From an optimization exercise on the open Yosys and OpenROAD flow, aimed at small area; shortcuts taken in it are not production practice.
Function was checked by simulation only, so behaviour that the tests miss may differ from the original.
No activity file was given, so power comes from the tool's default toggle rates.

<file path="flow/config.mk">
export PLATFORM = sky130hd
export DESIGN_NAME = chan_top
export DESIGN_NICKNAME = chan_top
export VERILOG_FILES = /design/flow/design.v
export SDC_FILE = /design/flow/constraint.sdc
export NUM_CORES = 4
export LEC_CHECK = 0
export CAP_MARGIN = 20
export CORE_MARGIN = 2
export CORE_UTILIZATION = 65
export CTS_CLUSTER_DIAMETER = 80
export CTS_CLUSTER_SIZE = 26
export PLACE_DENSITY = 0.68
export SETUP_SLACK_MARGIN = 0.1
export SLEW_MARGIN = 20
export SYNTH_HIERARCHICAL = 1
</file>
<file path="flow/constraint.sdc">
create_clock -name core_clock -period 5.0 [get_ports {wb_clk}]
set_input_delay 1.0000 -clock core_clock [delete_from_list [all_inputs] [get_ports {wb_clk}]]
set_output_delay 1.0000 -clock core_clock [all_outputs]
set_load 0.01 [all_outputs]
</file>
<file path="flow/design.v">
`default_nettype none
module chan_top (
	input  wire logic                       wb_clk,
	input  wire logic                       rst_n_i,
	input  wire logic                       reg_we_i,
	input  wire logic [4-1:0]      reg_adr_i,
	input  wire logic [16-1:0]         reg_dat_i,
	output logic [16-1:0]              reg_dat_o,
	input  wire logic                       adc_vld_i,
	input  wire logic [4*12-1:0]   adc_dat_i,
	output logic [16-1:0]              tx_dat_o,
	output logic                            tx_k_o,
	output logic                            tx_vld_o,
	input  wire logic                       tx_rdy_i
);
	function automatic logic [15:0] inc16(input logic [15:0] a, input logic ci);
		logic c;
		logic [15:0] s;
		c = ci;
		for (int i = 0; i < 16; i++) begin
			s[i] = a[i] ^ c;
			c = a[i] & c;
		end
		inc16 = s;
	endfunction
	function automatic logic [3:0] updn4(input logic [3:0] q, input logic up, input logic dn);
		logic u, d;
		logic [3:0] t;
		u = up & ~dn;
		d = dn & ~up;
		for (int i = 0; i < 4; i++) begin
			t[i] = u | d;
			u = u & q[i];
			d = d & ~q[i];
		end
		updn4 = q ^ t;
	endfunction
	function automatic logic [2:0] updn3(input logic [2:0] q, input logic up, input logic dn);
		logic u, d;
		logic [2:0] t;
		u = up & ~dn;
		d = dn & ~up;
		for (int i = 0; i < 3; i++) begin
			t[i] = u | d;
			u = u & q[i];
			d = d & ~q[i];
		end
		updn3 = q ^ t;
	endfunction
	logic [12:0]  zthr;
	logic [15:0]  sthr;
	logic [3:0]   mask;
	logic [3:0]   inv;
	logic [11:0]  pedn [4];       
	logic [4:0]   stat;
	logic [4:0]   ovf;
	logic [15:0] wdat;
	logic [7:0]  ld, ldn;
	assign wdat = reg_dat_i & {16{rst_n_i}};
	always_comb
		for (int a = 0; a < 8; a++) begin
			ld[a]  = ~rst_n_i | (reg_we_i & (reg_adr_i == 4'(a)));
			ldn[a] = ~ld[a];
		end
	logic [12:0]  zthr_d;
	logic [15:0]  sthr_d;
	logic [3:0]   mask_d, inv_d;
	logic [11:0]  pedn_d [4];
	hold_mux #(.W(13)) u_ld_zthr (.ld_i(ld[0]), .ldn_i(ldn[0]), .d_i(wdat[12:0]), .q_i(zthr), .y_o(zthr_d));
	hold_mux #(.W(16)) u_ld_sthr (.ld_i(ld[1]), .ldn_i(ldn[1]), .d_i(wdat),       .q_i(sthr), .y_o(sthr_d));
	hold_mux #(.W(4))  u_ld_mask (.ld_i(ld[2]), .ldn_i(ldn[2]), .d_i(wdat[3:0]),  .q_i(mask), .y_o(mask_d));
	hold_mux #(.W(4))  u_ld_inv  (.ld_i(ld[3]), .ldn_i(ldn[3]), .d_i(wdat[3:0]),  .q_i(inv),  .y_o(inv_d));
	for (genvar n = 0; n < 4; n++) begin : g_ped
		hold_mux #(.W(12)) u_ld_ped (.ld_i(ld[4+n]), .ldn_i(ldn[4+n]), .d_i(~wdat[11:0]), .q_i(pedn[n]), .y_o(pedn_d[n]));
	end
	always_ff @(posedge wb_clk) begin
		zthr <= zthr_d;
		sthr <= sthr_d;
		mask <= mask_d;
		inv  <= inv_d;
		for (int n = 0; n < 4; n++)
			pedn[n] <= pedn_d[n];
	end
	logic [15:0] rd_val;        
	rd_mux u_rd (
		.rst_n_i (rst_n_i),
		.adr_i   (reg_adr_i),
		.zthr_i  (zthr),
		.sthr_i  (sthr),
		.mask_i  (mask),
		.inv_i   (inv),
		.pedn0_i (pedn[0]),
		.pedn1_i (pedn[1]),
		.pedn2_i (pedn[2]),
		.pedn3_i (pedn[3]),
		.stat_i  (stat),
		.val_o   (rd_val)
	);
	always_ff @(posedge wb_clk) begin
		if (!rst_n_i)
			stat <= '0;
		else
			stat <= ((reg_adr_i == 4'd15) ? 5'd0 : stat) | ovf;
		reg_dat_o <= rd_val;
	end
	logic [15:0] sthr_nx;
	assign sthr_nx = sthr_d;
	logic       load;
	logic       tv;                 
	logic       tne_q;              
	logic [3:0] cv;                 
	logic [3:0] cpop;
	logic       tpop;
	assign load = ~tx_vld_o | tx_rdy_i;
	logic [12:0]        slot [4][8];
	logic [3:0]         cnt  [4];      
	logic [12:0]        d_q  [4];      
	logic [3:0]         en_q;          
	logic               vld_q;         
	logic [7:0]         hsel [4];      
	logic [3:0]         ne_q;          
	for (genvar c = 0; c < 4; c++) begin : g_chan
		logic [12:0] d;
		logic        gt, push, full, acc;
		ped_sub u_sub (
			.smp_i  (adc_dat_i[c*12 +: 12]),
			.pedn_i (pedn[c]),
			.inv_i  (inv[c]),
			.d_o    (d)
		);
		always_ff @(posedge wb_clk)
			d_q[c] <= d;
		gt_s13 u_gt (.a_i(d_q[c]), .b_i(zthr), .gt_o(gt));
		assign push   = en_q[c] & gt;
		assign full   = cnt[c][3];
		assign acc    = push & ~full;
		assign ovf[c] = push & full;
		assign cv[c]  = ne_q[c];
		always_ff @(posedge wb_clk) begin
			if (!rst_n_i) begin
				cnt[c]  <= '0;
				ne_q[c] <= 1'b0;
				en_q[c] <= 1'b0;
			end else begin
				en_q[c] <= adc_vld_i & mask[c];
				cnt[c]  <= updn4(cnt[c], acc, cpop[c]);
				ne_q[c] <= acc | (ne_q[c] & ~(hsel[c][0] & cpop[c]));
			end
		end
		logic [12:0] slot_d [8];
		logic        accn;
		assign accn = ~acc;
		for (genvar i = 0; i < 8; i++) begin : g_s
			hold_mux #(.W(13)) u_ld (
				.ld_i  (acc),
				.ldn_i (accn),
				.d_i   ((i == 0) ? d_q[c] : slot[c][(i == 0) ? 0 : i-1]),
				.q_i   (slot[c][i]),
				.y_o   (slot_d[i])
			);
		end
		always_ff @(posedge wb_clk)
			for (int i = 0; i < 8; i++)
				slot[c][i] <= slot_d[i];
		for (genvar i = 0; i < 8; i++) begin : g_h
			assign hsel[c][i] = (cnt[c] == 4'(i + 1));
		end
	end
	logic        cmp, trig_q, last_q;
	logic [15:0] smp_cnt;        
	sum_gt u_sum (
		.d0_i   (d_q[0]),
		.d1_i   (d_q[1]),
		.d2_i   (d_q[2]),
		.d3_i   (d_q[3]),
		.en_i   (en_q),
		.thr_i  (sthr_nx),
		.gt_o   (cmp)
	);
	always_ff @(posedge wb_clk) begin
		if (!rst_n_i) begin
			vld_q   <= 1'b0;
			trig_q  <= 1'b0;
			last_q  <= 1'b0;
			smp_cnt <= 16'hffff;
		end else begin
			vld_q   <= adc_vld_i;
			trig_q  <= vld_q & cmp & ~last_q;
			smp_cnt <= inc16(smp_cnt, vld_q);
			if (vld_q)
				last_q <= cmp;
		end
	end
	logic [15:0] tslot [4];
	logic [2:0]  tcnt;
	logic        tfull, tacc;
	assign tfull  = tcnt[2];
	assign tacc   = trig_q & ~tfull;
	assign ovf[4] = trig_q & tfull;
	assign tv     = tne_q;
	always_ff @(posedge wb_clk) begin
		if (!rst_n_i) begin
			tcnt  <= '0;
			tne_q <= 1'b0;
		end else begin
			tcnt  <= updn3(tcnt, tacc, tpop);
			tne_q <= tacc | (tne_q & ~((tcnt == 3'd1) & tpop));
		end
	end
	logic [15:0] tslot_d [4];
	logic        taccn;
	assign taccn = ~tacc;
	for (genvar i = 0; i < 4; i++) begin : g_ts
		hold_mux #(.W(16)) u_ld (
			.ld_i  (tacc),
			.ldn_i (taccn),
			.d_i   ((i == 0) ? smp_cnt : tslot[(i == 0) ? 0 : i-1]),
			.q_i   (tslot[i]),
			.y_o   (tslot_d[i])
		);
	end
	always_ff @(posedge wb_clk)
		for (int i = 0; i < 4; i++)
			tslot[i] <= tslot_d[i];
	logic [1:0] rr_q;
	logic [1:0] sel;
	logic       found;
	always_comb begin
		logic [1:0] idx;
		found = 1'b0;
		sel   = rr_q;
		for (int i = 1; i <= 4; i++) begin
			idx = rr_q + 2'(i);
			if (!found && cv[idx]) begin
				found = 1'b1;
				sel   = idx;
			end
		end
	end
	assign tpop = load & tv;
	always_comb
		for (int c = 0; c < 4; c++)
			cpop[c] = load & ~tv & found & (sel == 2'(c));
	logic [35:0] gsel;
	logic [15:0] nxt;
	always_comb begin
		for (int i = 0; i < 4; i++)
			gsel[32+i] = (tcnt == 3'(i + 1));
		for (int c = 0; c < 4; c++)
			for (int i = 0; i < 8; i++)
				gsel[c*8+i] = ~tv & (sel == 2'(c)) & hsel[c][i];
	end
	for (genvar b = 0; b < 13; b++) begin : g_nxt
		logic [35:0] src;
		for (genvar c = 0; c < 4; c++)
			for (genvar i = 0; i < 8; i++)
				assign src[c*8+i] = slot[c][i][b];
		for (genvar i = 0; i < 4; i++)
			assign src[32+i] = tslot[i][b];
		and_or36 u_ao (.d_i(src), .g_i(gsel), .y_o(nxt[b]));
	end
	always_comb begin
		nxt[15:13] = {1'b0, sel & {2{~tv}}};
		for (int i = 0; i < 4; i++)
			nxt[15:13] = nxt[15:13] | (tslot[i][15:13] & {3{gsel[32+i]}});
	end
	always_ff @(posedge wb_clk) begin
		if (!rst_n_i) begin
			tx_vld_o <= 1'b0;
			tx_k_o   <= 1'b0;
			rr_q     <= '0;
		end else if (load) begin
			tx_vld_o <= tv | found;
			tx_k_o   <= tv;
			if (!tv && found)
				rr_q <= sel;
		end
	end
	logic [15:0] tx_dat_d;
	logic        loadn;
	assign loadn = ~load;
	hold_mux #(.W(16)) u_ld_tx (.ld_i(load), .ldn_i(loadn), .d_i(nxt), .q_i(tx_dat_o), .y_o(tx_dat_d));
	always_ff @(posedge wb_clk)
		tx_dat_o <= tx_dat_d;
endmodule
`default_nettype wire
`default_nettype none
module hold_mux #(
	parameter int W = 1
) (
	input  wire logic         ld_i,
	input  wire logic         ldn_i,
	input  wire logic [W-1:0] d_i,
	input  wire logic [W-1:0] q_i,
	output logic [W-1:0]      y_o
);
	assign y_o = (d_i & {W{ld_i}}) | (q_i & {W{ldn_i}});
endmodule
module fadd (
	input  wire logic a_i,
	input  wire logic b_i,
	input  wire logic c_i,
	output logic      s_o,
	output logic      c_o
);
	assign s_o = a_i ^ b_i ^ c_i;
	assign c_o = (a_i & b_i) | (c_i & (a_i ^ b_i));
endmodule
module hadd (
	input  wire logic a_i,
	input  wire logic b_i,
	output logic      s_o,
	output logic      c_o
);
	assign s_o = a_i ^ b_i;
	assign c_o = a_i & b_i;
endmodule
module ped_sub (
	input  wire logic [11:0] smp_i,
	input  wire logic [11:0] pedn_i,
	input  wire logic        inv_i,
	output logic [12:0]      d_o
);
	logic [12:0] w;
	logic [4:0]  c0, c1, c2;
	logic [3:0]  s1, s2, p1, p2;
	logic        k4, k8, k12;
	assign c0[0] = ~inv_i;
	for (genvar i = 0; i < 4; i++) begin : g_b
		fadd u_f0 (.a_i(smp_i[i]), .b_i(pedn_i[i]), .c_i(c0[i]), .s_o(w[i]), .c_o(c0[i+1]));
		if (i == 0) begin : g_h
			hadd u_h1 (.a_i(smp_i[4]), .b_i(pedn_i[4]), .s_o(s1[0]), .c_o(c1[1]));
			hadd u_h2 (.a_i(smp_i[8]), .b_i(pedn_i[8]), .s_o(s2[0]), .c_o(c2[1]));
		end else begin : g_f
			fadd u_f1 (.a_i(smp_i[i+4]), .b_i(pedn_i[i+4]), .c_i(c1[i]), .s_o(s1[i]), .c_o(c1[i+1]));
			fadd u_f2 (.a_i(smp_i[i+8]), .b_i(pedn_i[i+8]), .c_i(c2[i]), .s_o(s2[i]), .c_o(c2[i+1]));
		end
	end
	assign c1[0] = 1'b0;
	assign c2[0] = 1'b0;
	assign p1 = {&s1[2:0], &s1[1:0], s1[0], 1'b1};
	assign p2 = {&s2[2:0], &s2[1:0], s2[0], 1'b1};
	assign k4 = c0[4];
	assign w[7:4]  = s1 ^ (p1 & {4{k4}});
	assign k8 = c1[4] | (k4 & (&s1));
	assign w[11:8] = s2 ^ (p2 & {4{k8}});
	assign k12 = c2[4] | (k8 & (&s2));
	assign w[12] = ~k12;
	assign d_o = w ^ {13{inv_i}};
endmodule
module gt_s13 (
	input  wire logic [12:0] a_i,
	input  wire logic [12:0] b_i,
	output logic             gt_o
);
	logic [12:0] x, y;
	logic [13:0] c;
	assign x = ~(a_i ^ 13'h1000);
	assign y = b_i ^ 13'h1000;
	assign c[0] = 1'b1;
	for (genvar i = 0; i < 13; i++) begin : g_c
		assign c[i+1] = (x[i] & y[i]) | (c[i] & (x[i] | y[i]));
	end
	assign gt_o = ~c[13];
endmodule
module sum_gt (
	input  wire logic [12:0] d0_i,
	input  wire logic [12:0] d1_i,
	input  wire logic [12:0] d2_i,
	input  wire logic [12:0] d3_i,
	input  wire logic [3:0]  en_i,
	input  wire logic [15:0] thr_i,
	output logic             gt_o
);
	logic [12:0] nd [4];
	logic [15:0] t;
	logic [12:0] s1;
	logic [13:0] c1;
	logic [13:0] s2;
	logic [13:0] c2;
	logic [13:0] s3;
	logic [14:0] c3;
	logic [14:0] c;
	logic [2:0]  top;
	assign nd[0] = ~(d0_i & {13{en_i[0]}}) ^ 13'h1000;
	assign nd[1] = ~(d1_i & {13{en_i[1]}}) ^ 13'h1000;
	assign nd[2] = ~(d2_i & {13{en_i[2]}}) ^ 13'h1000;
	assign nd[3] = ~(d3_i & {13{en_i[3]}}) ^ 13'h1000;
	assign t = thr_i ^ 16'h8000;
	assign c1[0] = 1'b1;
	assign c2[0] = 1'b1;
	assign c3[0] = 1'b1;
	for (genvar i = 0; i < 13; i++) begin : g_r
		fadd u_r1 (.a_i(nd[0][i]), .b_i(nd[1][i]), .c_i(nd[2][i]), .s_o(s1[i]), .c_o(c1[i+1]));
		fadd u_r2 (.a_i(s1[i]), .b_i(c1[i]), .c_i(nd[3][i]), .s_o(s2[i]), .c_o(c2[i+1]));
	end
	assign s2[13] = c1[13];
	for (genvar i = 0; i < 14; i++) begin : g_r3
		fadd u_r3 (.a_i(s2[i]), .b_i(c2[i]), .c_i(t[i]), .s_o(s3[i]), .c_o(c3[i+1]));
	end
	assign c[0] = 1'b1;
	for (genvar i = 0; i < 14; i++) begin : g_s
		assign c[i+1] = (s3[i] & c3[i]) | (c[i] & (s3[i] | c3[i]));
	end
	assign top = {1'b0, t[15:14]} + 3'd1 + {2'd0, c3[14]} + {2'd0, c[14]};
	assign gt_o = ~top[2];
endmodule
module rd_mux (
	input  wire logic        rst_n_i,
	input  wire logic [3:0]  adr_i,
	input  wire logic [12:0] zthr_i,
	input  wire logic [15:0] sthr_i,
	input  wire logic [3:0]  mask_i,
	input  wire logic [3:0]  inv_i,
	input  wire logic [11:0] pedn0_i,
	input  wire logic [11:0] pedn1_i,
	input  wire logic [11:0] pedn2_i,
	input  wire logic [11:0] pedn3_i,
	input  wire logic [4:0]  stat_i,
	output logic [15:0]      val_o
);
	logic [8:0] s;
	always_comb begin
		for (int k = 0; k < 8; k++)
			s[k] = rst_n_i & (adr_i == 4'(k));
		s[8] = rst_n_i & (adr_i == 4'd15);
		val_o = ({{3{zthr_i[12]}}, zthr_i} & {16{s[0]}})
		      | (sthr_i & {16{s[1]}})
		      | ({12'd0, mask_i} & {16{s[2]}})
		      | ({12'd0, inv_i} & {16{s[3]}})
		      | ({4'd0, ~pedn0_i} & {16{s[4]}})
		      | ({4'd0, ~pedn1_i} & {16{s[5]}})
		      | ({4'd0, ~pedn2_i} & {16{s[6]}})
		      | ({4'd0, ~pedn3_i} & {16{s[7]}})
		      | ({11'd0, stat_i} & {16{s[8]}});
	end
endmodule
module and_or36 (
	input  wire logic [35:0] d_i,
	input  wire logic [35:0] g_i,
	output logic             y_o
);
	logic [11:0] n;
	for (genvar i = 0; i < 12; i++) begin : g_t
		aoi3 u_t (.d_i(d_i[3*i +: 3]), .g_i(g_i[3*i +: 3]), .y_o(n[i]));
	end
	assign y_o = ~&n;
endmodule
module aoi3 (
	input  wire logic [2:0] d_i,
	input  wire logic [2:0] g_i,
	output logic            y_o
);
	assign y_o = ~|(d_i & g_i);
endmodule
`default_nettype wire
</file>
<file path="flow/flow/run.sh">
#!/bin/bash
# Layout flow: the standard layout (standard.sh) with two changes.
#  1. Synthesis maps the logic with an area-oriented ABC script (flow/area.abc)
#     instead of ORFS's speed script. Everything else in synthesis is the standard flow's
#     own script (synth_recipe.tcl): same passes, same flip-flop mapping, same
#     flattening and renaming, so the registers are the standard ones.
#  2. The port buffers are sky130_fd_sc_hd__buf_1 (every input and output
#     port still gets one) instead of the delay cell buffer_ports picks.
# Each tool's output goes to a log file in this folder; ORFS's own per-step
# logs are under orfs/logs/.
set -euo pipefail
here=$(pwd)

# ORFS synth.tcl with the ABC script swapped after the preamble has set it up
orfs_synth="$FLOW_HOME/scripts/synth.tcl"
anchor='source $::env(SCRIPTS_DIR)/synth_preamble.tcl'
grep -qF "$anchor" "$orfs_synth"
awk -v anchor="$anchor" -v abc="$here/flow/area.abc" '
	{ print }
	$0 == anchor { print "lset abc_args 1 " abc }
' "$orfs_synth" > "$here/area_synth.tcl"
grep -q "lset abc_args 1 $here/flow/area.abc" "$here/area_synth.tcl"

# The standard flow's synthesis script, sourcing that copy instead of ORFS's synth.tcl
sed 's#^source $::env(SCRIPTS_DIR)/synth.tcl$#source '"$here"'/area_synth.tcl#' \
	"$here/synth_recipe.tcl" > "$here/area_synth_recipe.tcl"
grep -q "^source $here/area_synth.tcl\$" "$here/area_synth_recipe.tcl"

BUFFER_PORTS_ARGS="-buffer_cell sky130_fd_sc_hd__buf_1" \
	bash "$here/standard.sh" SYNTH_SCRIPT="$here/area_synth_recipe.tcl" finish \
	> "$here/standard_finish.log" 2>&1

test -s "$here/out/final.def"
</file>
<file path="flow/flow/area.abc">
&get -n
&st
&syn2
&dch
&nf -a -R 1000
&put
topo
stime -c
</file>
<file path="flow/standard.sh">
#!/bin/bash
# synth_recipe.tcl (not shown) runs the flow's synth.tcl, then flattens the netlist and writes it again
# the make line also repeats each setting of config.mk as NAME=value (left out here)
make -C /OpenROAD-flow-scripts/flow DESIGN_CONFIG=/design/flow/config.mk WORK_HOME=/design/flow/orfs CLKGATE_MAP_FILE= SYNTH_SCRIPT=/design/flow/synth_recipe.tcl "${@:-finish}"
</file>
==> results_dict.tcl, run 1 <==
set metrics [dict create \
    fin_nets 2759 \
    grt-ovfl-total 0 \
    p_clk_share_pct 23.2 \
    clock_sinks 705 \
    drtAntennaViolNets 0 \
    yosys.area_share.simple_pct 6.98 \
    synth_ff_type "dfxtp_1" \
    fin_skew_ns 0.0451 \
    ios 107 \
    cts_tree "done" \
    setup_viol_count_final 0 \
    dieArea_sq_um 43500 \
    crit_cells 27 \
    postCtsHoldBufs 0 \
    path_buf_inv 1 \
    synth_cells 2315 \
    cpLargestDelayFamily "adder cells" \
    synth_top_family_by_area "compound AO/OA/AOI/OAI gates" \
    ys_async_sr_fraction_pct 0 \
    hold_class "reg -> reg" \
    leakagePower_uw 0.0117 \
    core_area_sq_um 41100 \
    r2r_start "d_q[1][0]$_DFF_P_" \
    cp.required_ns 5.52 \
    cap_violations 0 \
    status "finished clean" \
    grt_max_degree 106 \
    cts_buffers 35 \
    pre_cts_ws_ns 0.172 \
    crit_type "reg -> reg" \
    cts.clk_slew.worst_paths_ns 0.10 \
    fin_util_pct 75.0 \
    final_cell_area_sq_um 30800 \
    synth_xor_area_share_pct 2.51 \
    fp-row-count 74 \
    path_max_fanout 4 \
    placedCellCount 3036 \
    layout_min_cycle_time_ns 4.75 \
    yosysWarningCount 29 \
    ff2ff_setup_slack_ns 0.25 \
    vias_per_cell 7.28 \
    yosysTopAreaCellShare_pct 51.9 \
    grt_setup_unrepaired "yes" \
    cp_data_arrival_time_ns 5.28 \
    clkLatencyLatePin_ns 0.61 \
    start_util_pct 66.1 \
    grt_pass1_vias 20999 \
    synth_area_leaders "dfxtp_1, a22o_1, fa_1" \
    synth_compound_area_share_pct 28.3 \
    crit_path_max_incr_delay_ns 0.36 \
    place_area_sq_um 29400 \
    crit_top_cell "maj3_2" \
    seq_area_frac_synth_pct 51.9 \
    vias 22607 \
    drive_above_1_share_pct 9.72 \
    seqPwrFrac_pct 58.9 \
    rr_worst_depth 27 \
    worst_pin_slew_ns 1.23 \
    holdPathEnd "trig_q$_SDFF_PN0_" \
    synth-seq-cells 705 \
    p_per_area_nw_per_um2 452 \
    netlist_top_cells_count "dfxtp_1, a22o_1, a222oi_1" \
    drtPass1Iterations 12 \
    hold_viol 0 \
    grt_use_total_pct 39.6 \
    antenna_found_initial 4 \
    drc 0 \
    muxShareOfSynthArea_pct 0.198 \
    grt_pass1_wl_mm 131 \
    fmax_mhz 210 \
    slew_violations 0 \
    die_h_um 209 \
    yosys.area.top_type "dfxtp_1" \
    final-instance-count-excl-fill 3105 \
    maxSlewHeadroom_pct 17.6 \
    hold_path_startpoint "last_q$_SDFFE_PN0P_" \
    die_x_um 209 \
    yosys.cell_types.count 47 \
    diodes 0 \
    synthesis.area_sq_um 27200 \
    wl_per_cell_um 29.1 \
    reg2reg_to "cnt[1][3]$_SDFF_PN0_" \
    cts_buffer_depth 3 \
    p_int_uw 9480 \
    finalCritPeriodShare_pct 95.0 \
    setup_slack_ns 0.248 \
    cts_root_buf "clkbuf_16" \
    p_sw_uw 4470 \
    slowest_stage "dfxtp_4" \
    synth-edff-count 0 \
    peakVddDrop_mv 0.265 \
    drtIter0Drc 3881 \
    area_growth_pct 13.4 \
    sw_frac_of_total_pct 32.0 \
    synthAdderAreaFrac_pct 8.90 \
    cts.htree.levels 2 \
    setup_tns_ns 0 \
    wl_mm 90.4 \
    yosysMostFrequentCell "dfxtp_1" \
    crit_path_end_kind "flop" \
    power_frac_comb_pct 17.9 \
    start_kind "flop" \
    io_buffers 106 \
    avgSynthCellArea_sq_um 11.7 \
    gp_congestion 0.952 \
    dp_hpwl_mm 63.2 \
    min_path_cells 1 \
]
==> per-stage QoR <==
stage,hold WS [ns],total power (uW)
6_report,0.421,13900
3_3_place_gp,0.408,10500
4_1_cts,0.421,13800
3_5_place_dp,0.407,10600
5_1_grt,0.434,14400
2_1_floorplan,0.390,9380
==> worst max path at each step <==
stage / start / to / slack (ns)
global route: zthr[0]$_DFF_P_ / cnt[3][3]$_SDFF_PN0_ / -0.04
floorplan: d_q[2][0]$_DFF_P_ / cnt[2][2]$_SDFF_PN0_ / -0.30
finish: d_q[1][0]$_DFF_P_ / cnt[1][3]$_SDFF_PN0_ / 0.25
global placement: zthr[1]$_DFF_P_ / cnt[0][3]$_SDFF_PN0_ / 0.24
CTS: d_q[1][0]$_DFF_P_ / cnt[1][3]$_SDFF_PN0_ / 0.16
detailed placement: reg_adr_i[3] / last_q$_SDFFE_PN0P_ / 0.17
==> cells by family after synthesis <==
| logic type | Yosys count |
|---|---|
| adder cells (fa/ha/maj) | 151 |
| other | 1 |
| AO/OA/AOI/OAI | 906 |
| flip-flops | 705 |
| AND/OR/NAND/NOR | 386 |
| multiplexers | 5 |
| XOR/XNOR | 78 |
| buffers and inverters | 83 |
==> what timing repair did <==
action                                 CTS  global route
endpoints found under the hold margin    0             0
setup endpoints to repair                0           287
resized for setup                        0            42
setup buffers                            0            15
==> cell type report <==
class                      count  area [sq um]
fill                        2807         10300
tap                          532           666
timing repair buffer         210          1400
multi-input combinational   1528         13200
sequential                   705         14100
clock buffer                  40           926
inverter                      83           419
clock inverter                 7           109
==> Yosys stat by module (local to each module, per instance), excerpt <==
module    times used  area [sq um]  flops+latches
and_or36          13          25.0              0
aoi3             156          10.0              0
chan_top           1         16000            705
fadd              80          20.0              0
gt_s13             4           165              0
hadd               8          12.5              0
ped_sub            4           231              0
rd_mux             1           514              0
sum_gt             1           369              0
==> metal layers <==
layer  routed length [um]  global-route usage (%)  vias up
li1                     -                       -     9752
met1                34500                    52.2    11052
met2                40500                    61.5     1482
met3                10000                    9.58      317
met4                 5410                    18.8        4
met5                   23                       0        -
==> layout by cell type (no fill, tap or decap), types with 9 or more instances in the layout <==
master	count
and2_0	12
nand3_1	10
xnor2_1	46
ha_1	39
nand2_1	138
and3_1	11
buf_4	90
dfxtp_1	698
nor3_1	9
o21ai_0	26
clkinv_1	76
maj3_2	27
o22ai_1	16
o21ai_1	19
nand4_1	40
nor2b_1	11
a222oi_1	158
a22oi_1	10
buf_1	105
nor2_2	11
a22o_1	582
or3_1	16
nand2b_1	27
a21oi_1	35
xor2_1	32
fa_1	80
clkbuf_16	41
nor2_1	55
==> sequential cells by signal, summed over array words and instances, names as in the netlist, 5 cells and up <==
register,count
cnt,16
d_q,52
pedn,48
reg_dat_o,16
slot,416
smp_cnt,16
stat,5
sthr,16
tslot,64
tx_dat_o,16
zthr,13
==> power by group through the flow <==
stage / logic (uW) / clock network (uW) / registers, uW
after detailed placement: 2380 / 0 / 8240
after CTS: 2400 / 3240 / 8130
after global placement: 2270 / 0 / 8180
after global routing: 2720 / 3440 / 8280
after floorplan: 1730 / 0 / 7650
final: 2500 / 3230 / 8210
==> run 2: changes to the inputs <==
--- a/flow/config.mk
+++ b/flow/config.mk
@@ -6,5 +6,5 @@
 export NUM_CORES = 4
 export LEC_CHECK = 0
-export CAP_MARGIN = 20
+export CAP_MARGIN = 5
 export CORE_MARGIN = 2
 export CORE_UTILIZATION = 65
@@ -13,4 +13,4 @@
 export PLACE_DENSITY = 0.68
 export SETUP_SLACK_MARGIN = 0.1
-export SLEW_MARGIN = 20
+export SLEW_MARGIN = 5
 export SYNTH_HIERARCHICAL = 1
==> results_dict.tcl, run 2 <==
set metrics [dict create \
    vias_per_cell 7.28 \
    maxSlewHeadroom_pct 5.67 \
    die_x_um 209 \
    cts_buffers 34 \
    dp_hpwl_mm 63.3 \
    postCtsHoldBufs 0 \
    yosysWarningCount 29 \
    crit_start "zthr[1]$_DFF_P_" \
    hold_viol 0 \
    gp_congestion 0.952 \
    top_regs "slot: 416 flops, tslot: 64 flops, d_q: 52 flops" \
    grt_use_total_pct 39.2 \
    wl_mm 89.5 \
    rr_worst_depth 27 \
    synth_ff_type "dfxtp_1" \
    worst_pin_slew_ns 1.41 \
    clkLatencyLatePin_ns 0.60 \
    multi_input_area_sq_um 13200 \
    netlist_top_cells_count "dfxtp_1, a22o_1, a222oi_1" \
    cts.clk_slew.worst_paths_ns 0.11 \
    drtAntennaViolNets 0 \
    drtIter0Drc 3862 \
    seq_area_frac_synth_pct 51.9 \
    cts_tree "done" \
    wl_per_cell_um 28.9 \
    drive_above_1_share_pct 9.24 \
    endpoint "cnt[0][3]$_SDFF_PN0_" \
    holdWs_ns 0.428 \
    slew_violations 0 \
    vias 22546 \
    synthesis.area_sq_um 27200 \
    start_kind "flop" \
    crit_path_end_kind "flop" \
    fin_skew_ns 0.0421 \
    mostFrequentLayoutCells "dfxtp_1, a22o_1, a222oi_1" \
    r2r_start "zthr[1]$_DFF_P_" \
    grt-ovfl-total 0 \
    leakagePower_uw 0.0117 \
    yosys.cell_types.count 47 \
    final_common_cell "dfxtp_1" \
    layout.area.seq_sq_um 14100 \
    grt_max_degree 106 \
    io_buffers 106 \
    fp-row-count 74 \
    drtPass1Iterations 10 \
    ys_async_sr_fraction_pct 0 \
    avgSynthCellArea_sq_um 11.7 \
    ios 107 \
    p_per_area_nw_per_um2 449 \
    layout_min_cycle_time_ns 4.76 \
    status "finished clean" \
    synth-edff-count 0 \
    hold_class "reg -> reg" \
    nFillCells 2832 \
    cts_buffer_depth 3 \
    grt_pass1_vias 20886 \
    finalCritPeriodShare_pct 95.3 \
    crit_type "reg -> reg" \
    peakVddDrop_mv 0.308 \
    synth_area_leaders "dfxtp_1, a22o_1, fa_1" \
    cp.required_ns 5.53 \
    final-instance-count-excl-fill 3097 \
    core_area_sq_um 41100 \
    grt_setup_unrepaired "yes" \
    setup_viol_count_final 0 \
    largest_register "slot" \
    yosysMostFrequentCell "dfxtp_1" \
    largest_register_ffs 416 \
    path_max_fanout 6 \
    cts.htree.levels 2 \
    dieArea_sq_um 43500 \
    reg2reg_to "cnt[0][3]$_SDFF_PN0_" \
    cp_data_arrival_time_ns 5.29 \
    yosys.area.top_type "dfxtp_1" \
    start_util_pct 66.1 \
    grt_pass1_wl_mm 129 \
    yosysTopAreaCellShare_pct 51.9 \
    ff2ff_setup_slack_ns 0.24 \
    diodes 0 \
    cts_root_buf "clkbuf_16" \
    synth-seq-cells 705 \
    antenna_found_initial 4 \
    fin_nets 2756 \
    synth_cells 2315 \
    cap_violations 0 \
    min_path_cells 1 \
    placedCellCount 3036 \
    die_h_um 209 \
    area_growth_pct 12.9 \
    drc 0 \
    fmax_mhz 210 \
    clock_sinks 705 \
]
-- run 2: cell counts after synthesis --
No cell type changed its count.
-- run 2: cell families (layout without fill, tap and decap cells) --
logic type / Yosys count / in the layout / synth area share (%)
compound gates: 906 / 906 / 28.3
xor+xnor: 78 / 78 / 2.51
fa+ha+maj: 151 / 151 / 8.90
buf+inv: 83 / 332 / 1.15
flops: 705 / 705 / 51.9
mux: 5 / 5 / 0.198
other cells: 1 / 2 / 0.0138
simple gates: 386 / 386 / 6.98
-- run 2: repair_timing --
item	in CTS	in global routing
gates resized for setup	0	38
hold endpoints to repair	0	0
setup buffers	0	13
setup endpoints to repair	0	225
-- run 2: cell type report --
| cell class | count | share of cell area (%) |
|---|---|---|
| timing repair buffer | 208 | 4.45 |
| sequential | 705 | 46.0 |
| clock buffer | 36 | 2.86 |
| clock inverter | 5 | 0.236 |
| inverter | 83 | 1.37 |
| multi-input combinational | 1528 | 42.9 |
| tap | 532 | 2.17 |
-- run 2: how the worst min path moves through the flow --
stage,startpoint,endpoint,slack [ns]
4_1_cts,last_q$_SDFFE_PN0P_,trig_q$_SDFF_PN0_,0.43
5_1_grt,last_q$_SDFFE_PN0P_,trig_q$_SDFF_PN0_,0.44
3_5_place_dp,last_q$_SDFFE_PN0P_,trig_q$_SDFF_PN0_,0.41
2_1_floorplan,last_q$_SDFFE_PN0P_,trig_q$_SDFF_PN0_,0.39
3_3_place_gp,last_q$_SDFFE_PN0P_,trig_q$_SDFF_PN0_,0.41
6_report,last_q$_SDFFE_PN0P_,trig_q$_SDFF_PN0_,0.43
-- run 2: Yosys stat by module, one instance, submodules excluded, excerpt --
| module | cells | copies in the design | area, sq um | flip-flops and latches |
|---|---|---|---|---|
| ped_sub | 29 | 4 | 231 | 0 |
| rd_mux | 90 | 1 | 514 | 0 |
| hadd | 1 | 8 | 12.5 | 0 |
| and_or36 | 4 | 13 | 25.0 | 0 |
| chan_top | 1035 | 1 | 16000 | 705 |
| fadd | 1 | 80 | 20.0 | 0 |
| aoi3 | 1 | 156 | 10.0 | 0 |
| gt_s13 | 30 | 4 | 165 | 0 |
| sum_gt | 77 | 1 | 369 | 0 |
-- run 2: metrics by stage --
stage          instance area [sq um]  util (%)  total power [uW]  setup slack (ns)  TNS (ns)
6_report                       30700      74.7             13800             0.237         0
5_1_grt                        30700      74.7             14300           -0.0600    -0.107
3_3_place_gp                   29400      71.6             10500             0.241         0
4_1_cts                        30400      73.9             13600             0.149         0
3_5_place_dp                   29400      71.6             10600             0.110         0
2_1_floorplan                  27500         -              9380            -0.302     -2.09
-- run 2: per-layer routing --
layer	track usage (%)	part of all wire, %	routed length (um)	vias up
met3	8.75	11	9780	317
met5	0	0.039	35	-
met4	20.3	6.2	5530	6
li1	-	-	-	9746
met1	52.0	38	34200	11068
met2	60.4	45	40000	1409
-- run 2: power breakdown --
part | switching (uW) | internal, uW | leakage (uW)
combinational | 1190 | 1290 | 0.00545
sequential | 1390 | 6810 | 0.00578
clock | 1810 | 1300 | 0.000464
total | 4390 | 9400 | 0.0117
-- run 2: critical path, cell delays in order, from the launching register on --
cell and delay, ns:
dfxtp_4 0.41, clkinv_1 0.07, maj3_1 0.35, maj3_2 0.32, nor2_1 0.08, o21ai_0 0.09, maj3_2 0.33, nor2_1 0.08
o21ai_0 0.09, maj3_2 0.33, nor2_1 0.08, o21ai_0 0.09, maj3_2 0.34, nor2_2 0.08, nor2_1 0.04, a21oi_1 0.14
maj3_2 0.20, nand2_1 0.05, nand2_1 0.07, o21ai_0 0.09, maj3_2 0.37, nand3_4 0.16, clkinv_16 0.07, ha_4 0.16
and3_1 0.17, mux2i_1 0.20, o21ai_1 0.08, a21oi_1 0.15
==> run 3: changes to the inputs <==
==> flow/config.mk (replaced) <==
export PLATFORM = sky130hd
export DESIGN_NAME = chan_top
export DESIGN_NICKNAME = chan_top
export VERILOG_FILES = /design/flow/design.v
export SDC_FILE = /design/flow/constraint.sdc
export NUM_CORES = 4
export LEC_CHECK = 0
export CAP_MARGIN = 20
export CORE_MARGIN = 2
export CORE_UTILIZATION = 65
export CTS_CLUSTER_DIAMETER = 120
export CTS_CLUSTER_SIZE = 30
export PLACE_DENSITY = 0.68
export SETUP_SLACK_MARGIN = 0.1
export SLEW_MARGIN = 20
export SYNTH_HIERARCHICAL = 1
==> results_dict.tcl, run 3 <==
set metrics [dict create \
    status "finished clean" \
    fin_skew_ns 0.0229 \
    grt_use_total_pct 39.0 \
    grt_pass1_vias 20838 \
    leakagePower_uw 0.0116 \
    final-instance-count-excl-fill 3091 \
    crit_path_end_kind "flop" \
    drive_above_1_share_pct 9.42 \
    peakVddDrop_mv 0.321 \
    dieArea_sq_um 43500 \
    diodes 0 \
    yosysWarningCount 29 \
    drtPass1Iterations 10 \
    fin_util_pct 74.3 \
    cp.required_ns 5.55 \
    synth_ff_type "dfxtp_1" \
    cts_buffer_depth 3 \
    yosys.area.top_type "dfxtp_1" \
    dp_hpwl_mm 63.2 \
    drtAntennaViolNets 0 \
    slew_violations 0 \
    p_clk_share_pct 20.1 \
    io_buffers 106 \
    final_common_cell "dfxtp_1" \
    mostFrequentLayoutCells "dfxtp_1, a22o_1, a222oi_1" \
    wl_per_cell_um 29.1 \
    clkLatencyLatePin_ns 0.62 \
    ys_async_sr_fraction_pct 0 \
    cap_violations 0 \
    yosys.cell_types.count 47 \
    hold_viol 0 \
    fp-row-count 74 \
    grt_pass1_wl_mm 130 \
    p_total_uw 13400 \
    netlist_top_cells_count "dfxtp_1, a22o_1, a222oi_1" \
    grt-ovfl-total 0 \
    vias_per_cell 7.33 \
    crit_type "reg -> reg" \
    yosysMostFrequentCell "dfxtp_1" \
    setup_viol_count_final 0 \
    cts_tree "done" \
    fin_nets 2754 \
    core_area_sq_um 41100 \
    nFillCells 2851 \
    gp_congestion 0.952 \
    start_util_pct 66.1 \
    cp_data_arrival_time_ns 5.36 \
    ff2ff_setup_slack_ns 0.19 \
    yosysTopAreaCellShare_pct 51.9 \
    multi_input_area_sq_um 13200 \
    largest_register "slot" \
    cts.htree.levels 1 \
    finalCritPeriodShare_pct 96.2 \
    seq_area_frac_synth_pct 51.9 \
    power_frac_comb_pct 18.7 \
    wl_mm 89.9 \
    placedCellCount 3036 \
    cts_root_buf "clkbuf_16" \
    worst_pin_slew_ns 1.23 \
    synth-seq-cells 705 \
    drtIter0Drc 3766 \
    sw_frac_of_total_pct 32.0 \
    largest_register_ffs 416 \
    maxSlewHeadroom_pct 17.1 \
    synthesis.area_sq_um 27200 \
    start_kind "flop" \
    clock_sinks 705 \
    synth_cells 2315 \
    fmax_mhz 208 \
    layout_min_cycle_time_ns 4.81 \
    cts.clk_slew.worst_paths_ns 0.12 \
    hold_class "reg -> reg" \
    ios 107 \
    die_x_um 209 \
    synth-edff-count 0 \
    area_growth_pct 12.4 \
    drc 0 \
    synth_area_leaders "dfxtp_1, a22o_1, fa_1" \
    layout.area.seq_sq_um 14100 \
    p_per_area_nw_per_um2 438 \
    die_h_um 209 \
    antenna_found_initial 6 \
    grt_max_degree 106 \
    p_int_uw 9100 \
    avgSynthCellArea_sq_um 11.7 \
    seqPwrFrac_pct 61.2 \
    path_max_fanout 6 \
    cts_buffers 27 \
    top_regs "slot: 416 flops, tslot: 64 flops, d_q: 52 flops" \
    grt_setup_unrepaired "yes" \
    p_sw_uw 4290 \
    vias 22642 \
]
==> run 3: path summary, 6_finish.rpt <==
| kind | startpoint | endpoint | cells after the start |
|---|---|---|---|
| setup reg to reg | zthr[1]$_DFF_P_ | cnt[3][3]$_SDFF_PN0_ | 27 |
| hold / removal | last_q$_SDFFE_PN0P_ | trig_q$_SDFF_PN0_ | 1 |
| setup / recovery | zthr[1]$_DFF_P_ | cnt[3][3]$_SDFF_PN0_ | 27 |
| hold reg to reg | last_q$_SDFFE_PN0P_ | trig_q$_SDFF_PN0_ | 1 |
==> run 3: final cells by class <==
cell class / count / area share, %
clock buffers: 28 / 2.22
clock inverters: 2 / 0.0819
inverters: 83 / 1.37
multi-input cells: 1528 / 43.2
flip-flops and latches: 705 / 46.2
well taps: 532 / 2.18
repair buffers: 213 / 4.70
==> run 3: what timing repair did <==
action                                  4_1_cts  5_1_grt
resized for setup                             0       49
setup buffers                                 0       16
hold buffers                                  0        0
endpoints found under the setup margin        0      288
==> run 3: critical path, stage by stage (launching register included) <==
cell and delay (ns):
dfxtp_4 0.42, clkinv_1 0.08, maj3_2 0.31, maj3_2 0.32, nor2_2 0.08, o21ai_1 0.07, maj3_2 0.33, nor2_2 0.07
o21ai_0 0.08, maj3_2 0.33, nor2_1 0.09, o21ai_1 0.07, maj3_2 0.33, nor2_1 0.10, nor2_1 0.05, a21oi_1 0.15
maj3_2 0.23, nand2_1 0.05, nand2_1 0.07, o21ai_0 0.09, maj3_2 0.37, nand3_4 0.19, clkinv_16 0.07, ha_4 0.16
and3_4 0.20, a22oi_2 0.20, o21ai_1 0.08, a21oi_1 0.15
==> run 3: through the flow <==
| step | setup slack (ns) | TNS, ns | instance area [sq um] | hold slack [ns] |
|---|---|---|---|---|
| floorplan | -0.302 | -2.09 | 27500 | 0.390 |
| global placement | 0.241 | 0 | 29400 | 0.408 |
| detailed placement | 0.172 | 0 | 29400 | 0.407 |
| CTS | 0.132 | 0 | 30100 | 0.423 |
| global route | -0.0622 | -0.181 | 30600 | 0.433 |
| finish | 0.191 | 0 | 30600 | 0.421 |
==> run 3: logic make-up after synthesis <==
logic type	synth area share [%]
buffers and inverters	1.15
AO/OA/AOI/OAI	28.3
XOR/XNOR	2.51
AND/OR/NAND/NOR	6.98
other	0.0138
multiplexers	0.198
adder cells (fa/ha/maj)	8.90
flip-flops	51.9
==> run 3: power groups by stage <==
stage	clock network (uW)	registers, uW	logic [uW]
CTS	2700	8130	2390
global route	2870	8270	2720
global placement	0	8180	2270
finish	2690	8200	2510
floorplan	0	7650	1730
detailed placement	0	8240	2380
==> run 3: modules after synthesis, one instance, submodules excluded, a selection <==
module / cells inside / times used / flops+latches / area, sq um
and_or36: 4 / 13 / 0 / 25.0
aoi3: 1 / 156 / 0 / 10.0
chan_top: 1035 / 1 / 705 / 16000
gt_s13: 30 / 4 / 0 / 165
hadd: 1 / 8 / 0 / 12.5
ped_sub: 29 / 4 / 0 / 231
rd_mux: 90 / 1 / 0 / 514
sum_gt: 77 / 1 / 0 / 369
==> run 3: routing by layer <==
layer / vias to the layer above / share of wire, % / track usage [%]
met1: 11083 / 38 / 51.7
li1: 9741 / - / -
met5: - / 0.033 / 0
met4: 6 / 5.9 / 18.6
met3: 303 / 11 / 8.83
met2: 1509 / 45 / 60.7
==> run 4: changes to the inputs <==
==> flow/config.mk (replaced) <==
export PLATFORM = sky130hd
export DESIGN_NAME = chan_top
export DESIGN_NICKNAME = chan_top
export VERILOG_FILES = /design/flow/design.v
export SDC_FILE = /design/flow/constraint.sdc
export NUM_CORES = 4
export LEC_CHECK = 0
export CAP_MARGIN = 10
export CORE_MARGIN = 2
export CORE_UTILIZATION = 65
export CTS_CLUSTER_DIAMETER = 100
export CTS_CLUSTER_SIZE = 28
export PLACE_DENSITY = 0.68
export SETUP_SLACK_MARGIN = 0.1
export SLEW_MARGIN = 10
export SYNTH_HIERARCHICAL = 1
==> results_dict.tcl, run 4 <==
set metrics [dict create \
    holdWs_ns 0.420 \
    diodes 0 \
    fin_util_pct 74.3 \
    yosysTopAreaCellShare_pct 51.9 \
    leakagePower_uw 0.0116 \
    die_x_um 209 \
    grt_max_degree 106 \
    yosysWarningCount 29 \
    ys_async_sr_fraction_pct 0 \
    vias_per_cell 7.34 \
    io_buffers 106 \
    synth-seq-cells 705 \
    seq_area_frac_synth_pct 51.9 \
    grt_setup_unrepaired "yes" \
    pre_cts_ws_ns 0.117 \
    r2r_start "zthr[1]$_DFF_P_" \
    dp_hpwl_mm 63.4 \
    crit_path_end_kind "flop" \
    worst_pin_slew_ns 1.35 \
    vias 22669 \
    synth_ff_type "dfxtp_1" \
    die_h_um 209 \
    muxShareOfSynthArea_pct 0.198 \
    yosys.cell_types.count 47 \
    cap_violations 0 \
    drtAntennaViolNets 0 \
    cp.required_ns 5.56 \
    cts_tree "done" \
    final_common_cell "dfxtp_1" \
    yosysMostFrequentCell "dfxtp_1" \
    hold_path_startpoint "last_q$_SDFFE_PN0P_" \
    seqPwrFrac_pct 60.8 \
    reg2reg_to "cnt[3][3]$_SDFF_PN0_" \
    cts.htree.levels 1 \
    synth_area_leaders "dfxtp_1, a22o_1, fa_1" \
    cts.clk_slew.worst_paths_ns 0.11 \
    sw_frac_of_total_pct 32.0 \
    status "finished clean" \
    grt-ovfl-total 0 \
    place_area_sq_um 29400 \
    synthesis.area_sq_um 27200 \
    drtPass1Iterations 11 \
    fin_skew_ns 0.0373 \
    multi_input_area_sq_um 13200 \
    clock_sinks 705 \
    power_frac_comb_pct 18.5 \
    yosys.area.top_type "dfxtp_1" \
    path_max_fanout 5 \
    cts_buffer_depth 3 \
    start_kind "flop" \
    synth-edff-count 0 \
    synth_top_family_by_area "compound AO/OA/AOI/OAI gates" \
    setup_slack_ns 0.239 \
    p_int_uw 9180 \
    core_area_sq_um 41100 \
    synthAdderAreaFrac_pct 8.90 \
    peakVddDrop_mv 0.312 \
    fmax_mhz 210 \
    slew_violations 0 \
    holdPathEnd "trig_q$_SDFF_PN0_" \
    gp_congestion 0.952 \
    rr_worst_depth 27 \
    drive_above_1_share_pct 9.07 \
    wl_mm 89.9 \
    crit_type "reg -> reg" \
    avgSynthCellArea_sq_um 11.7 \
    setup_tns_ns 0 \
    synth_cells 2315 \
    p_clk_share_pct 20.7 \
    p_sw_uw 4320 \
    largest_register "slot" \
    grt_pass1_wl_mm 130 \
    layout_min_cycle_time_ns 4.76 \
    p_per_area_nw_per_um2 442 \
    wl_per_cell_um 29.1 \
    min_path_cells 1 \
    postCtsHoldBufs 0 \
    mostFrequentLayoutCells "dfxtp_1, a22o_1, a222oi_1" \
    final_cell_area_sq_um 30500 \
    drtIter0Drc 3784 \
    finalCritPeriodShare_pct 95.2 \
    fin_nets 2751 \
    synth_compound_area_share_pct 28.3 \
    cts_root_buf "clkbuf_16" \
    ff2ff_setup_slack_ns 0.24 \
    fp-row-count 74 \
    ios 107 \
    antenna_found_initial 3 \
    clkLatencyLatePin_ns 0.63 \
    hold_viol 0 \
    dieArea_sq_um 43500 \
    nFillCells 2909 \
    maxSlewHeadroom_pct 10.0 \
    grt_pass1_vias 21002 \
    start_util_pct 66.1 \
    netlist_top_cells_count "dfxtp_1, a22o_1, a222oi_1" \
    cp_data_arrival_time_ns 5.32 \
    area_growth_pct 12.3 \
    cts_buffers 29 \
    layout.area.seq_sq_um 14100 \
    synth_xor_area_share_pct 2.51 \
    yosys.area_share.simple_pct 6.98 \
    largest_register_ffs 416 \
    grt_use_total_pct 38.9 \
    hold_class "reg -> reg" \
    top_regs "slot: 416 flops, tslot: 64 flops, d_q: 52 flops" \
    setup_viol_count_final 0 \
    drc 0 \
]
## run 4: cell counts after synthesis
Identical to the previous run, type by type.
## run 4: repair_timing
| action | 4_1_cts | 5_1_grt |
|---|---|---|
| setup endpoints to repair | 0 | 225 |
| resized for setup | 0 | 41 |
| buffers inserted | 0 | 13 |
## run 4: per-layer routing
layer	GRT usage, %	vias to the layer above	part of all wire (%)
met2	60.8	1526	44
met5	0	-	0.029
met1	51.3	11061	38
li1	-	9746	-
met3	8.21	332	11
met4	20.1	4	6.6
## run 4: worst max-delay path by stage
stage	startpoint	end	slack (ns)	depth (start not counted)
finish	zthr[1]$_DFF_P_	cnt[3][3]$_SDFF_PN0_	0.24	27
global route	d_q[1][0]$_DFF_P_	cnt[1][3]$_SDFF_PN0_	-0.06	27
floorplan	d_q[2][0]$_DFF_P_	cnt[2][2]$_SDFF_PN0_	-0.30	27
CTS	d_q[1][0]$_DFF_P_	cnt[1][3]$_SDFF_PN0_	0.16	27
detailed placement	reg_adr_i[3]	last_q$_SDFFE_PN0P_	0.12	23
global placement	zthr[1]$_DFF_P_	cnt[0][3]$_SDFF_PN0_	0.24	26
## run 4: cell families after synthesis
logic type / Yosys count
compound gates: 906
flops: 705
simple gates: 386
fa+ha+maj: 151
buf+inv: 83
xor+xnor: 78
mux: 5
other cells: 1
## run 4: area by class of cell
type	count	share of cell area, %
clock buffers	31	2.43
inverters	83	1.37
flip-flops and latches	705	46.3
clock inverters	3	0.111
repair buffers	208	4.48
multi-input cells	1528	43.2
well taps	532	2.18
## run 4: critical path, stage by stage, from the launching register on
cell and delay, ns:
dfxtp_4 0.41, clkinv_1 0.08, maj3_2 0.32, maj3_2 0.33, nor2_2 0.08, o21ai_1 0.06, maj3_2 0.33, nand2_1 0.07
o21ai_0 0.09, maj3_2 0.33, nor2_1 0.08, o21ai_0 0.09, maj3_2 0.34, nor2_1 0.09, nor2_1 0.04, a21oi_1 0.15
maj3_2 0.23, nand2_1 0.05, nand2_1 0.07, o21ai_0 0.09, maj3_2 0.37, nand3_4 0.17, clkinv_16 0.07, ha_4 0.16
and3_4 0.19, a22oi_2 0.20, o21ai_1 0.08, a21oi_1 0.15
## run 4: modules after synthesis, one instance, submodules excluded, a selection
module,flops+latches,copies in the design
hadd,0,8
gt_s13,0,4
and_or36,0,13
aoi3,0,156
rd_mux,0,1
ped_sub,0,4
chan_top,705,1
sum_gt,0,1
fadd,0,80
## run 4: metrics by stage
stage | total power (uW) | std cells
finish | 13500 | 3090
global route | 14000 | 3090
CTS | 13300 | 3070
detailed placement | 10600 | 3036
global placement | 10500 | 3036
floorplan | 9380 | 2316
## run 4: power groups by stage
| stage | logic, uW | registers, uW | clock network [uW] |
|---|---|---|---|
| floorplan | 1730 | 7650 | 0 |
| global placement | 2270 | 8180 | 0 |
| detailed placement | 2380 | 8240 | 0 |
| CTS | 2400 | 8130 | 2800 |
| global route | 2710 | 8280 | 2980 |
| finish | 2500 | 8210 | 2800 |
==> run 5: changes to the inputs <==
--- a/flow/config.mk
+++ b/flow/config.mk
@@ -11,5 +11,5 @@
 export CTS_CLUSTER_DIAMETER = 100
 export CTS_CLUSTER_SIZE = 28
-export PLACE_DENSITY = 0.68
+export PLACE_DENSITY = 0.75
 export SETUP_SLACK_MARGIN = 0.1
 export SLEW_MARGIN = 10
==> results_dict.tcl, run 5 <==
set metrics [dict create \
    status "finished clean" \
    synth-seq-cells 705 \
    holdWs_ns 0.420 \
    final_cell_area_sq_um 30500 \
    setup_viol_count_final 0 \
    place_area_sq_um 29400 \
    cts.htree.levels 1 \
    grt_pass1_vias 21002 \
    seq_area_frac_synth_pct 51.9 \
    drtPass1Iterations 11 \
    cts_buffers 29 \
    start_util_pct 66.1 \
    synth_ff_type "dfxtp_1" \
    start_kind "flop" \
    dp_hpwl_mm 63.4 \
    area_growth_pct 12.3 \
    wl_per_cell_um 29.1 \
    io_buffers 106 \
    top_regs "slot: 416 flops, tslot: 64 flops, d_q: 52 flops" \
    clock_sinks 705 \
    vias_per_cell 7.34 \
    ys_async_sr_fraction_pct 0 \
    finalCritPeriodShare_pct 95.2 \
    grt_max_degree 106 \
    grt_use_total_pct 38.9 \
    drtAntennaViolNets 0 \
    yosysMostFrequentCell "dfxtp_1" \
    yosys.area.top_type "dfxtp_1" \
    drc 0 \
    wl_mm 89.9 \
    vias 22669 \
    crit_top_cell "maj3_2" \
    clkLatencyLatePin_ns 0.63 \
    worst_pin_slew_ns 1.35 \
    gp_congestion 0.952 \
    maxSlewHeadroom_pct 10.0 \
    ios 107 \
    largest_register_ffs 416 \
    grt_pass1_wl_mm 130 \
    cap_violations 0 \
    die_h_um 209 \
    slowest_stage "dfxtp_4" \
    cts_tree "done" \
    cp_data_arrival_time_ns 5.32 \
    cpLargestDelayFamily "adder cells" \
    netlist_top_cells_count "dfxtp_1, a22o_1, a222oi_1" \
    fp-row-count 74 \
    fin_nets 2751 \
    diodes 0 \
    peakVddDrop_mv 0.312 \
    synthesis.area_sq_um 27200 \
    cp.required_ns 5.56 \
    yosys.cell_types.count 47 \
    crit_path_max_incr_delay_ns 0.41 \
    postCtsHoldBufs 0 \
    path_buf_inv 2 \
    cts_root_buf "clkbuf_16" \
    fin_skew_ns 0.0373 \
    core_area_sq_um 41100 \
    largest_register "slot" \
    yosysWarningCount 29 \
    leakagePower_uw 0.0116 \
    yosysTopAreaCellShare_pct 51.9 \
    avgSynthCellArea_sq_um 11.7 \
    fmax_mhz 210 \
    drive_above_1_share_pct 9.07 \
    cts.clk_slew.worst_paths_ns 0.11 \
    synth-edff-count 0 \
    path_max_fanout 5 \
    drtIter0Drc 3784 \
    hold_class "reg -> reg" \
    slew_violations 0 \
    synth_area_leaders "dfxtp_1, a22o_1, fa_1" \
    cts_buffer_depth 3 \
    hold_viol 0 \
    grt_setup_unrepaired "yes" \
    layout_min_cycle_time_ns 4.76 \
    final_common_cell "dfxtp_1" \
    synth_cells 2315 \
    die_x_um 209 \
    grt-ovfl-total 0 \
    mostFrequentLayoutCells "dfxtp_1, a22o_1, a222oi_1" \
    p_per_area_nw_per_um2 442 \
    antenna_found_initial 3 \
    crit_path_end_kind "flop" \
    dieArea_sq_um 43500 \
    crit_type "reg -> reg" \
]
## run 5: cell counts in the layout (fill, tap and decap cells not counted)
No cell type changed its count.
## run 5: power by group
| group | internal (uW) | switching, uW |
|---|---|---|
| Combinational | 1290 | 1200 |
| Sequential | 6810 | 1400 |
| Clock | 1080 | 1720 |
| Total | 9180 | 4320 |
## run 5: path summary, 6_finish.rpt
check,from,end,slack (ns),depth (start not counted)
max,zthr[1]$_DFF_P_,cnt[3][3]$_SDFF_PN0_,0.24,27
min,last_q$_SDFFE_PN0P_,trig_q$_SDFF_PN0_,0.42,1
max reg2reg,zthr[1]$_DFF_P_,cnt[3][3]$_SDFF_PN0_,0.24,27
min reg2reg,last_q$_SDFFE_PN0P_,trig_q$_SDFF_PN0_,0.42,1
## run 5: stage by stage
stage / TNS, ns / setup WS [ns] / util (%) / instances / total power, uW
CTS: 0 / 0.162 / 73.5 / 3070 / 13300
global placement: 0 / 0.241 / 71.6 / 3036 / 10500
finish: 0 / 0.239 / 74.3 / 3090 / 13500
floorplan: -2.09 / -0.302 / - / 2316 / 9380
global route: -0.0896 / -0.0564 / 74.3 / 3090 / 14000
detailed placement: 0 / 0.117 / 71.6 / 3036 / 10600
## run 5: what timing repair did
| action | 4_1_cts | 5_1_grt |
|---|---|---|
| endpoints found under the setup margin | 0 | 225 |
| gates resized for setup | 0 | 41 |
| setup buffers | 0 | 13 |
## run 5: final cells by class
class / count / area, sq um
flip-flops and latches: 705 / 14100
inverters: 83 / 419
clock buffers: 31 / 743
multi-input cells: 1528 / 13200
repair buffers: 208 / 1370
well taps: 532 / 666
clock inverters: 3 / 33.8
fillers: 2909 / 10600
## run 5: Yosys stat by module, one instance, submodules excluded, excerpt
| module | copies in the design | cells |
|---|---|---|
| chan_top | 1 | 1035 |
| rd_mux | 1 | 90 |
| sum_gt | 1 | 77 |
| ped_sub | 4 | 29 |
| gt_s13 | 4 | 30 |
| and_or36 | 13 | 4 |
| fadd | 80 | 1 |
| hadd | 8 | 1 |
| aoi3 | 156 | 1 |
## run 5: cell families after synthesis
logic type	after synthesis	synth area share, %
buffers and inverters	83	1.15
AO/OA/AOI/OAI	906	28.3
XOR/XNOR	78	2.51
multiplexers	5	0.198
AND/OR/NAND/NOR	386	6.98
flip-flops	705	51.9
other	1	0.0138
adder cells (fa/ha/maj)	151	8.90
## run 5: layer usage
metal  track usage (%)  vias up  part of all wire, %
met2              60.8     1526                   44
met3              8.21      332                   11
li1                  -     9746                    -
met5                 0        -                0.029
met4              20.1        4                  6.6
met1              51.3    11061                   38
==> run 6: changes to the inputs <==
==> flow/config.mk (replaced) <==
export PLATFORM = sky130hd
export DESIGN_NAME = chan_top
export DESIGN_NICKNAME = chan_top
export VERILOG_FILES = /design/flow/design.v
export SDC_FILE = /design/flow/constraint.sdc
export NUM_CORES = 4
export LEC_CHECK = 0
export CAP_MARGIN = 20
export CORE_MARGIN = 2
export CORE_UTILIZATION = 65
export CTS_CLUSTER_DIAMETER = 100
export CTS_CLUSTER_SIZE = 28
export PLACE_DENSITY = 0.68
export SETUP_SLACK_MARGIN = 0.05
export SLEW_MARGIN = 20
export SYNTH_HIERARCHICAL = 1
==> results_dict.tcl, run 6 <==
set metrics [dict create \
    gp_congestion 0.962 \
    crit_path_end_kind "flop" \
    yosys.cell_types.count 47 \
    grt_use_total_pct 39.6 \
    synth_top_family_by_area "compound AO/OA/AOI/OAI gates" \
    vias_per_cell 7.31 \
    die_x_um 209 \
    final_common_cell "dfxtp_1" \
    p_total_uw 13500 \
    yosysTopAreaCellShare_pct 51.9 \
    synth_xor_area_share_pct 2.51 \
    clock_sinks 705 \
    vias 22510 \
    layout_min_cycle_time_ns 4.75 \
    top_regs "slot: 416 flops, tslot: 64 flops, d_q: 52 flops" \
    dp_hpwl_mm 64.1 \
    yosysWarningCount 29 \
    sw_frac_of_total_pct 31.8 \
    io_buffers 106 \
    synth_cells 2315 \
    yosysMostFrequentCell "dfxtp_1" \
    drive_above_1_share_pct 9.10 \
    fin_util_pct 74.1 \
    core_area_sq_um 41100 \
    final-instance-count-excl-fill 3081 \
    grt_pass1_wl_mm 132 \
    cp_data_arrival_time_ns 5.31 \
    worst_pin_slew_ns 1.25 \
    postCtsHoldBufs 0 \
    crit_top_cell "maj3_2" \
    ff2ff_setup_slack_ns 0.25 \
    seq_area_frac_synth_pct 51.9 \
    leakagePower_uw 0.0115 \
    fp-row-count 74 \
    diodes 0 \
    avgSynthCellArea_sq_um 11.7 \
    grt_setup_unrepaired "yes" \
    netlist_top_cells_count "dfxtp_1, a22o_1, a222oi_1" \
    drc 0 \
    largest_register_ffs 416 \
    mostFrequentLayoutCells "dfxtp_1, a22o_1, a222oi_1" \
    largest_register "slot" \
    drtAntennaViolNets 0 \
    muxShareOfSynthArea_pct 0.198 \
    cp.required_ns 5.56 \
    ys_async_sr_fraction_pct 0 \
    fin_nets 2743 \
    peakVddDrop_mv 0.342 \
    cts.clk_slew.worst_paths_ns 0.11 \
    crit_path_max_incr_delay_ns 0.42 \
    cts_buffers 29 \
    synth-edff-count 0 \
    start_util_pct 66.1 \
    yosys.area_share.simple_pct 6.98 \
    antenna_found_initial 4 \
    slew_violations 0 \
    p_clk_share_pct 20.9 \
    yosys.area.top_type "dfxtp_1" \
    crit_type "reg -> reg" \
    finalCritPeriodShare_pct 95.0 \
    grt_pass1_vias 20968 \
    p_per_area_nw_per_um2 444 \
    power_frac_comb_pct 18.5 \
    wl_mm 89.5 \
    wl_per_cell_um 29.1 \
    fmax_mhz 210 \
    slowest_stage "dfxtp_4" \
    ios 107 \
    synth_area_leaders "dfxtp_1, a22o_1, fa_1" \
    synthAdderAreaFrac_pct 8.90 \
    fin_skew_ns 0.0245 \
    cap_violations 0 \
    start_kind "flop" \
    status "finished clean" \
    p_int_uw 9210 \
    hold_class "reg -> reg" \
    cpLargestDelayFamily "adder cells" \
    setup_tns_ns 0 \
    clkLatencyLatePin_ns 0.62 \
    cts_tree "done" \
    dieArea_sq_um 43500 \
    path_max_fanout 6 \
    path_buf_inv 2 \
    setup_viol_count_final 0 \
    grt_max_degree 106 \
    cts.htree.levels 1 \
    die_h_um 209 \
    drtPass1Iterations 13 \
    synth_compound_area_share_pct 28.3 \
    area_growth_pct 12.0 \
    cts_root_buf "clkbuf_16" \
    synth-seq-cells 705 \
    hold_viol 0 \
    p_sw_uw 4300 \
    drtIter0Drc 3858 \
    cts_buffer_depth 3 \
    seqPwrFrac_pct 60.6 \
    grt-ovfl-total 0 \
    synth_ff_type "dfxtp_1" \
    nFillCells 2919 \
    maxSlewHeadroom_pct 16.0 \
    placedCellCount 3034 \
    synthesis.area_sq_um 27200 \
]
run 6: stage by stage:
stage	area, sq um	worst slack, ns	hold WS (ns)
2_1_floorplan	27500	-0.302	0.390
3_3_place_gp	29400	0.185	0.402
3_5_place_dp	29400	0.101	0.419
4_1_cts	30200	0.115	0.434
5_1_grt	30500	-0.0693	0.451
6_report	30500	0.249	0.428
run 6: kinds of logic after synthesis:
| family | Yosys count |
|---|---|
| mux | 5 |
| simple gates | 386 |
| xor+xnor | 78 |
| compound gates | 906 |
| flops | 705 |
| fa+ha+maj | 151 |
| buf+inv | 83 |
| other cells | 1 |
run 6: routing by layer:
layer / wire, um / global-route usage, %
met5: 18 / 0
met4: 5460 / 19.4
met3: 10400 / 7.62
met2: 39900 / 61.8
met1: 33800 / 53.1
run 6: cell type report:
type / instances / area [sq um] / area share [%]
clock buffers: 30 / 729 / 2.40
clock inverters: 3 / 58.8 / 0.193
inverters: 83 / 419 / 1.38
multi-input cells: 1528 / 13200 / 43.4
flip-flops and latches: 705 / 14100 / 46.4
well taps: 532 / 666 / 2.19
repair buffers: 199 / 1210 / 3.97
repair inverters: 1 / 11.3 / 0.0370
run 6: modules after synthesis, one instance, submodules excluded, a selection:
module    cells  times used  cell area (sq um)
hadd          1           8               12.5
ped_sub      29           4                231
gt_s13       30           4                165
rd_mux       90           1                514
and_or36      4          13               25.0
sum_gt       77           1                369
fadd          1          80               20.0
run 6: path summary, 6_finish.rpt:
| check | start | endpoint | cells past startpoint |
|---|---|---|---|
| hold / removal | last_q$_SDFFE_PN0P_ | trig_q$_SDFF_PN0_ | 1 |
| hold reg to reg | last_q$_SDFFE_PN0P_ | trig_q$_SDFF_PN0_ | 1 |
| setup / recovery | zthr[1]$_DFF_P_ | cnt[0][3]$_SDFF_PN0_ | 27 |
| setup reg to reg | zthr[1]$_DFF_P_ | cnt[0][3]$_SDFF_PN0_ | 27 |
run 6: power groups by stage:
stage | Combinational, uW | Sequential (uW) | Clock (uW)
floorplan | 1730 | 7650 | 0
global placement | 2290 | 8170 | 0
detailed placement | 2400 | 8230 | 0
CTS | 2420 | 8110 | 2840
global route | 2720 | 8260 | 3030
finish | 2500 | 8190 | 2820
run 6: repair_timing:
item,in CTS,in global routing
setup buffers,0,12
setup endpoints to repair,0,243
resized for setup,0,46
endpoints found under the hold margin,0,0

==> what the ideal ports hide <==
The flow's constraints put no driver on any port. The routed layouts listed below were extracted and timed again, unchanged, in two steps.
Step 1, drivers: a clkbuf_16 drives wb_clk and a buf_2 each remaining input, both assumed.
Step 2 adds t to the input delays and takes it off the output delays; t is the mean of the earliest and latest rising clock arrival at the registers after step 1. Input paths then give back, and output paths get back, about the clock's delay inside the block.
Slacks: no drivers / after step 1 / after step 2; pairs: no drivers / after step 1.
| run | shift t [ns] | slack for setup (ns) | worst setup path at the end |
|---|---|---|---|
| run 1 | 0.649 | 0.248 / 0.248 / 0.117 | input to register |
| run 2 | 0.644 | 0.237 / 0.237 / 0.036 | input to register |
| run 3 | 0.671 | 0.191 / 0.191 / 0.011 | input to register |
| run 4 | 0.670 | 0.239 / 0.239 / 0.078 | input to register |
| run 5 | 0.670 | 0.239 / 0.239 / 0.078 | input to register |
| run 6 | 0.676 | 0.249 / 0.249 / 0.036 | input to register |
After both steps every run listed still meets setup and hold. The setup slack of run 6, which loses most, moves by 0.000 ns with the drivers and by -0.213 ns with both steps.
